Source: an optimization exercise on an open RTL-to-GDS flow (aim: a short achievable clock period and few clock cycles). Production flows keep margins and buffers that such runs may drop. At most, simulation tests tie the RTL to the original design; equivalence was not proved. Power and IR drop assume default switching activity.

## before
// mips_core
module mips_core #(
    parameter mips_pkg::word_t RESET_PC = 32'h0000_3000
) (
    input  logic       clk,
    input  logic       arst_n,
    output mips_pkg::word_t      i_inst_addr,
    input  mips_pkg::word_t      i_inst_rdata,
    output mips_pkg::word_t      m_data_addr,
    input  mips_pkg::word_t      m_data_rdata,
    output mips_pkg::word_t      m_data_wdata,
    output logic [3:0] m_data_byteen,
    output logic       w_grf_we,
    output mips_pkg::reg_addr_t  w_grf_addr,
    output mips_pkg::word_t      w_grf_wdata,
    output mips_pkg::word_t      w_inst_addr
);
    mips_pkg::word_t     f_pc_out;
    mips_pkg::word_t     f_pc_in;
    mips_pkg::word_t     f_pc;
    mips_pkg::word_t     f_pc4;
    mips_pkg::word_t     f_pc8;
    mips_pkg::word_t     f_instr;
    mips_pkg::word_t     f_rf1_n;
    mips_pkg::word_t     f_rf2_n;
    mips_pkg::word_t     f_imm;
  ...
clock: 8.0 ns
lec_check: 0
cap_margin: 20
core_margin: 2
core_utilization: 40
place_density: 0.55
setup_slack_margin: 5
slew_margin: 20
synth_hierarchical: 1
synth_minimum_keep_size: 0
run.sh (not shown) runs the stock make flow with config.mk's settings and CLKGATE_MAP_FILE= SYNTH_SCRIPT=/design/flow/synth_recipe.tcl, a recipe that flattens the netlist after the stock synthesis.
Testbench counts of before, summed over its fixed seeds: cycles 44,413.
Input changes introduced in after (baseline for comparison: before):
-- flow/design.v --
<<< before, line 427
    mips_pkg::word_t     p_pc;
    mips_pkg::word_t     p_res;
    mips_pkg::word_t     p_res_d;
    logic                p_we;
    mips_pkg::reg_addr_t p_dest;
>>> after, line 427
    mips_pkg::word_t     p_pc;
    mips_pkg::word_t     p_res;
    logic                p_we;
    mips_pkg::reg_addr_t p_dest;
<<< before, line 610
    assign rep_m = m_we & ~m_rep;
    assign rep_x = ~rep_m & x_we & ~x_load;
    mips_opmux u_rep (
        .sum (x_sum), .diff (x_diff), .and_y (x_and_y), .or_y (x_or_y), .lt (x_lt),
        .w1 (m_wd), .w2 ('0), .w3_n ('1),
        .sel ({2'b00, rep_m, x_ops & {5{~rep_m}}}), .y (p_res_d)
    );
    always_ff @(posedge clk or negedge arst_n) begin
        if (!arst_n) begin
>>> after, line 609
    assign rep_m = m_we & ~m_rep;
    assign rep_x = ~rep_m & x_we & ~x_load;
    always_ff @(posedge clk or negedge arst_n) begin
        if (!arst_n) begin
<<< before, line 627
        p_dest <= rep_m ? m_dest : x_dest;
        p_pc   <= rep_m ? m_pc   : x_pc;
        p_res  <= p_res_d;
    end
    assign w_grf_we    = p_we;
>>> after, line 621
        p_dest <= rep_m ? m_dest : x_dest;
        p_pc   <= rep_m ? m_pc   : x_pc;
        p_res  <= rep_m ? m_wd   : x_y;
    end
    assign w_grf_we    = p_we;
## What came out
Per the comparison of after with before, total of clock buffers placed in the layout has increased, power share of the combinational group increased by 0.2 points relative to the old numbers. Going from before to after, overall routed net length has decreased; sequential share of layout area has increased; least setup slack across all paths after layout has remained practically unchanged. Compared with before, in after number of CTS-inserted buffers saw a decrease, clock latency on the worst-skew pair now sits lower, utilization after layout fell 1.0 points.
Testbench counts of after, summed over its fixed seeds: cycles 44,413.

mips_core, a different RTL version from the one above (not shown whole).
For scale: ~5700 cells after synthesis, about 240 I/O pins, roughly 0.070 mm^2 of cells after synthesis.
Settings: LEC_CHECK=0, CAP_MARGIN=20, CORE_MARGIN=2, CORE_UTILIZATION=40, PLACE_DENSITY=0.55, SETUP_SLACK_MARGIN=5, SLEW_MARGIN=20, SYNTH_HIERARCHICAL=1, SYNTH_MINIMUM_KEEP_SIZE=0; clock period 8.0 ns.
The baseline produced a clean layout.
Testbench counts at the start, summed over its fixed seeds: cycles 44,457.
Edit:
--- a/flow/design.v
+++ b/flow/design.v
@@ -154,15 +154,14 @@
 endmodule
 `default_nettype wire
 `timescale 1ns/1ps
 `default_nettype none
 module mips_decoder (
     input  mips_pkg::word_t     instr,
-    output logic                alu_a,     
-    output logic                alu_t,     
-    output logic                cmp,       
+    output logic                hold_a,    
+    output logic                hold_t,    
     output logic                a_zero,    
     output logic                b_imm,     
     output logic                we,        
     output mips_pkg::reg_addr_t dest,
     output logic                is_load,
     output logic                is_store,
@@ -201,15 +200,14 @@
     assign lw     = (op == mips_pkg::OP_LW);
     assign sw     = (op == mips_pkg::OP_SW);
     assign beq    = (op == mips_pkg::OP_BEQ);
     assign bne    = (op == mips_pkg::OP_BNE);
     assign j      = (op == mips_pkg::OP_J);
     assign jal    = (op == mips_pkg::OP_JAL);
-    assign alu_a    = r_alu | addiu | ori | lw | sw;
-    assign alu_t    = r_alu;
-    assign cmp      = beq | bne;
+    assign hold_a   = ~(j | jal | lui | jr);
+    assign hold_t   = r_type | beq | bne;
     assign a_zero   = lui | jal;
     assign b_imm    = addiu | ori | lui | lw | sw | jal;
     assign is_load  = lw;
     assign is_store = sw;
     assign is_beq   = beq;
     assign is_bne   = bne;
@@ -319,15 +317,14 @@
 `default_nettype wire
 `timescale 1ns/1ps
 `default_nettype none
 module mips_hazard_unit (
     input  mips_pkg::reg_addr_t f_rs,
     input  mips_pkg::reg_addr_t f_rt,
-    input  logic                f_alu_a,
-    input  logic                f_alu_t,
-    input  logic                f_cmp,
+    input  logic                f_hold_a,
+    input  logic                f_hold_t,
     input  mips_pkg::reg_addr_t x_dest,
     input  logic                x_we,
     input  logic                x_load,
     input  mips_pkg::reg_addr_t m_dest,
     input  logic                m_we,
     output logic                stall,
@@ -344,13 +341,13 @@
     assign a_x  = hit_a_x;
     assign t_x  = hit_t_x;
     assign a_m  = m_we && (m_dest == f_rs);
     assign t_m  = m_we && (m_dest == f_rt);
     assign a_ld = hit_a_x && x_load;
     assign t_ld = hit_t_x && x_load;
-    assign stall = (a_ld && (f_alu_a || f_cmp)) || (t_ld && (f_alu_t || f_cmp));
+    assign stall = (a_ld && f_hold_a) || (t_ld && f_hold_t);
 endmodule
 `default_nettype wire
 `timescale 1ns/1ps
 `default_nettype none
 module mips_core #(
     parameter mips_pkg::word_t RESET_PC = 32'h0000_3000
@@ -374,13 +371,13 @@
     mips_pkg::word_t     f_pc4;
     mips_pkg::word_t     f_pc8;
     mips_pkg::word_t     f_instr;
     mips_pkg::word_t     f_rf1_n;
     mips_pkg::word_t     f_rf2_n;
     mips_pkg::word_t     f_imm;
-    logic                f_alu_a, f_alu_t, f_cmp, f_a_zero, f_b_imm, f_we;
+    logic                f_hold_a, f_hold_t, f_a_zero, f_b_imm, f_we;
     mips_pkg::reg_addr_t f_dest;
     logic                f_load, f_store, f_beq, f_bne, f_jr, f_j, f_jal, f_lui, f_ori;
     logic                f_add, f_sub, f_and, f_or, f_slt;
     logic                f_stall;
     logic                f_a_x, f_a_m, f_a_ld, f_t_x, f_t_m, f_t_ld;
     logic [4:0]          x_ops;
@@ -420,15 +417,14 @@
     assign f_pc        = ~f_pc_in ^ RESET_PC;
     assign f_instr     = i_inst_rdata;
     assign f_pc4       = f_pc + 32'd4;
     assign f_pc8       = f_pc + 32'd8;
     mips_decoder u_decoder (
         .instr    (f_instr),
-        .alu_a    (f_alu_a),
-        .alu_t    (f_alu_t),
-        .cmp      (f_cmp),
+        .hold_a   (f_hold_a),
+        .hold_t   (f_hold_t),
         .a_zero   (f_a_zero),
         .b_imm    (f_b_imm),
         .we       (f_we),
         .dest     (f_dest),
         .is_load  (f_load),
         .is_store (f_store),
@@ -456,15 +452,14 @@
         .rd1_n  (f_rf1_n),
         .rd2_n  (f_rf2_n)
     );
     mips_hazard_unit u_hazard (
         .f_rs    (f_instr[25:21]),
         .f_rt    (f_instr[20:16]),
-        .f_alu_a (f_alu_a),
-        .f_alu_t (f_alu_t),
-        .f_cmp   (f_cmp),
+        .f_hold_a (f_hold_a),
+        .f_hold_t (f_hold_t),
         .x_dest  (x_dest),
         .x_we    (x_we),
         .x_load  (x_load),
         .m_dest  (m_dest),
         .m_we    (m_we),
         .stall   (f_stall),
@@ -554,13 +549,20 @@
     assign x_cmp_a = x_a_ld ? m_data_rdata : x_opa;
     assign x_cmp_t = x_t_ld ? m_data_rdata : x_opt;
     assign x_eq    = (x_opa == x_opt);
     mips_ks_add #(.SUB(1'b0)) u_btgt (.a(x_pc4), .b(x_off), .y(x_btgt));
     assign x_redirect = x_j | x_jr | (x_eq ? x_beq : x_bne);
     assign x_npc      = x_jr ? x_cmp_a : x_j ? x_jt : x_btgt;
-    assign f_npc = x_redirect ? x_npc : f_stall ? f_pc : f_pc4;
+    mips_npc u_npc (
+        .redirect (x_redirect),
+        .tgt      (x_npc),
+        .stall    (f_stall),
+        .pc       (f_pc),
+        .pc4      (f_pc4),
+        .npc      (f_npc)
+    );
     always_ff @(posedge clk or negedge arst_n) begin
         if (!arst_n) begin
             f_pc_out <= '0;
             f_pc_in  <= '1;
         end else begin
             f_pc_out <= f_npc ^ RESET_PC;
@@ -603,7 +605,17 @@
     end
     assign w_grf_we    = w_we;
     assign w_grf_addr  = w_dest;
     assign w_grf_wdata = w_res;
     assign w_inst_addr = w_pc;
 endmodule
+module mips_npc (
+    input  logic            redirect,
+    input  mips_pkg::word_t tgt,
+    input  logic            stall,
+    input  mips_pkg::word_t pc,
+    input  mips_pkg::word_t pc4,
+    output mips_pkg::word_t npc
+);
+    assign npc = stall ? pc : (redirect ? tgt : pc4);
+endmodule
 `default_nettype wire
Synthesized cell count hardly moves.
Final cell count hardly moves.
Flip-flop and latch count stays the same.
Die area falls by 0.55%.
Hold slack barely changes.
Cell area falls by 2.0%.
Only the layout flow was run in the second run of this note; the RTL was not checked for function there.

mips_core, a different RTL version from the one above (not shown whole).
Size in the first run: about 5700 cells after synthesis, about 240 I/O pins, about 0.069 mm2 of cells after synthesis.
==> module mips_rf_l2, before the edit <==
module mips_rf_l2 (
    input  logic [16*32-1:0] g_n,
    output logic [4*32-1:0]  h
);
    always_comb begin
        for (int k = 0; k < 4; k++) begin
            h[k*32 +: 32] = ~(g_n[(4*k)*32 +: 32] & g_n[(4*k+1)*32 +: 32]
                            & g_n[(4*k+2)*32 +: 32] & g_n[(4*k+3)*32 +: 32]);
        end
    end
endmodule
==> module mips_rf_l3, before the edit <==
module mips_rf_l3 (
    input  logic [4*32-1:0] h,
    output mips_pkg::word_t rd_n
);
    assign rd_n = ~(h[0 +: 32] | h[32 +: 32] | h[64 +: 32] | h[96 +: 32]);
endmodule
==> module mips_rf_mux, before the edit <==
module mips_rf_mux (
    input  logic [31*32-1:0] regs,
    input  logic [31:1]      sel,
    output mips_pkg::word_t  rd_n
);
    logic [16*32-1:0] g_n;
    logic [4*32-1:0]  h;
    mips_rf_l1 u_l1 (.regs({regs, 32'd0}), .sel({sel, 1'b0}), .g_n(g_n));
    mips_rf_l2 u_l2 (.g_n(g_n), .h(h));
    mips_rf_l3 u_l3 (.h(h), .rd_n(rd_n));
endmodule
Settings: LEC_CHECK=0, CAP_MARGIN=20, CORE_MARGIN=2, CORE_UTILIZATION=40, PLACE_DENSITY=0.55, SETUP_SLACK_MARGIN=5, SLEW_MARGIN=20, SYNTH_HIERARCHICAL=1, SYNTH_MINIMUM_KEEP_SIZE=0; clock period 8.0 ns.
==> next run, changes <==
--- a/flow/design.v
+++ b/flow/design.v
@@ -252,35 +252,42 @@
                               | ({32{sel[2*k+1]}} & regs[(2*k+1)*32 +: 32]));
         end
     end
 endmodule
-module mips_rf_l2 (
-    input  logic [16*32-1:0] g_n,
-    output logic [4*32-1:0]  h
+module mips_rf_nand2 #(
+    parameter int N = 16
+) (
+    input  logic [N*32-1:0]   a_n,
+    output logic [N/2*32-1:0] y
 );
     always_comb begin
-        for (int k = 0; k < 4; k++) begin
-            h[k*32 +: 32] = ~(g_n[(4*k)*32 +: 32] & g_n[(4*k+1)*32 +: 32]
-                            & g_n[(4*k+2)*32 +: 32] & g_n[(4*k+3)*32 +: 32]);
-        end
+        for (int k = 0; k < N/2; k++) y[k*32 +: 32] = ~(a_n[(2*k)*32 +: 32] & a_n[(2*k+1)*32 +: 32]);
     end
 endmodule
-module mips_rf_l3 (
-    input  logic [4*32-1:0] h,
-    output mips_pkg::word_t rd_n
+module mips_rf_nor2 #(
+    parameter int N = 8
+) (
+    input  logic [N*32-1:0]   a,
+    output logic [N/2*32-1:0] y_n
 );
-    assign rd_n = ~(h[0 +: 32] | h[32 +: 32] | h[64 +: 32] | h[96 +: 32]);
+    always_comb begin
+        for (int k = 0; k < N/2; k++) y_n[k*32 +: 32] = ~(a[(2*k)*32 +: 32] | a[(2*k+1)*32 +: 32]);
+    end
 endmodule
 module mips_rf_mux (
     input  logic [31*32-1:0] regs,
     input  logic [31:1]      sel,
     output mips_pkg::word_t  rd_n
 );
     logic [16*32-1:0] g_n;
-    logic [4*32-1:0]  h;
+    logic [8*32-1:0]  h2;
+    logic [4*32-1:0]  h3_n;
+    logic [2*32-1:0]  h4;
     mips_rf_l1 u_l1 (.regs({regs, 32'd0}), .sel({sel, 1'b0}), .g_n(g_n));
-    mips_rf_l2 u_l2 (.g_n(g_n), .h(h));
-    mips_rf_l3 u_l3 (.h(h), .rd_n(rd_n));
+    mips_rf_nand2 #(.N(16)) u_l2 (.a_n(g_n), .y(h2));
+    mips_rf_nor2  #(.N(8))  u_l3 (.a(h2), .y_n(h3_n));
+    mips_rf_nand2 #(.N(4))  u_l4 (.a_n(h3_n), .y(h4));
+    mips_rf_nor2  #(.N(2))  u_l5 (.a(h4), .y_n(rd_n));
 endmodule
 module mips_regfile (
     input  logic                clk,
     input  logic                arst_n,
Outcome: The changed run finished clean; global-route usage drops by 1.0 points; critical path depth climbs by 2; setup slack improved by 170 ps; flip-flop and latch count does not change; die area climbs by about 1.7%; clock-buffer cell count climbs by 13.
No run of this note included a check of the RTL's function; only the layout flow was run.

==> separate check: timing with driven ports <==
The results above use ideal ports. As a check the final layouts listed here were re-extracted and re-timed, cells and wires unchanged. Step 1 assumes that a clkbuf_16 drives the clock port and a buf_2 every other input. Step 2, shift: input delay + t, output delay - t, t = (earliest + latest rising clock arrival at the registers) / 2. This alone moves slack from input paths to output paths. a / b / c = ideal / step 1 / step 2; a / b = the first two.
| run | t (ns) | slack for setup (ns) | worst data-port slew with drivers (ns) | cell pins on the clock port's net |
|---|---|---|---|---|
| before | 0.926 | 4.872 / 4.914 / 3.988 | 0.11 | 1 |
| after | 0.894 | 4.872 / 4.887 / 4.029 | 0.05 | 1 |
| the first run of note 2 | 0.931 | 4.844 / 4.734 / 3.802 | 0.28 | 1 |
| the second run of note 2 | 0.917 | 4.755 / 4.712 / 3.795 | 0.28 | 1 |
| the first run of note 3 | 0.901 | 4.802 / 4.764 / 3.863 | 0.20 | 1 |
| the second run of note 3 | 0.921 | 4.976 / 4.908 / 4.078 | 0.11 | 1 |
After both steps every run listed still meets setup and hold. For the first run of note 2, which loses most, drivers alone change the setup slack by -0.110 ns; drivers and shift together by -1.042 ns.
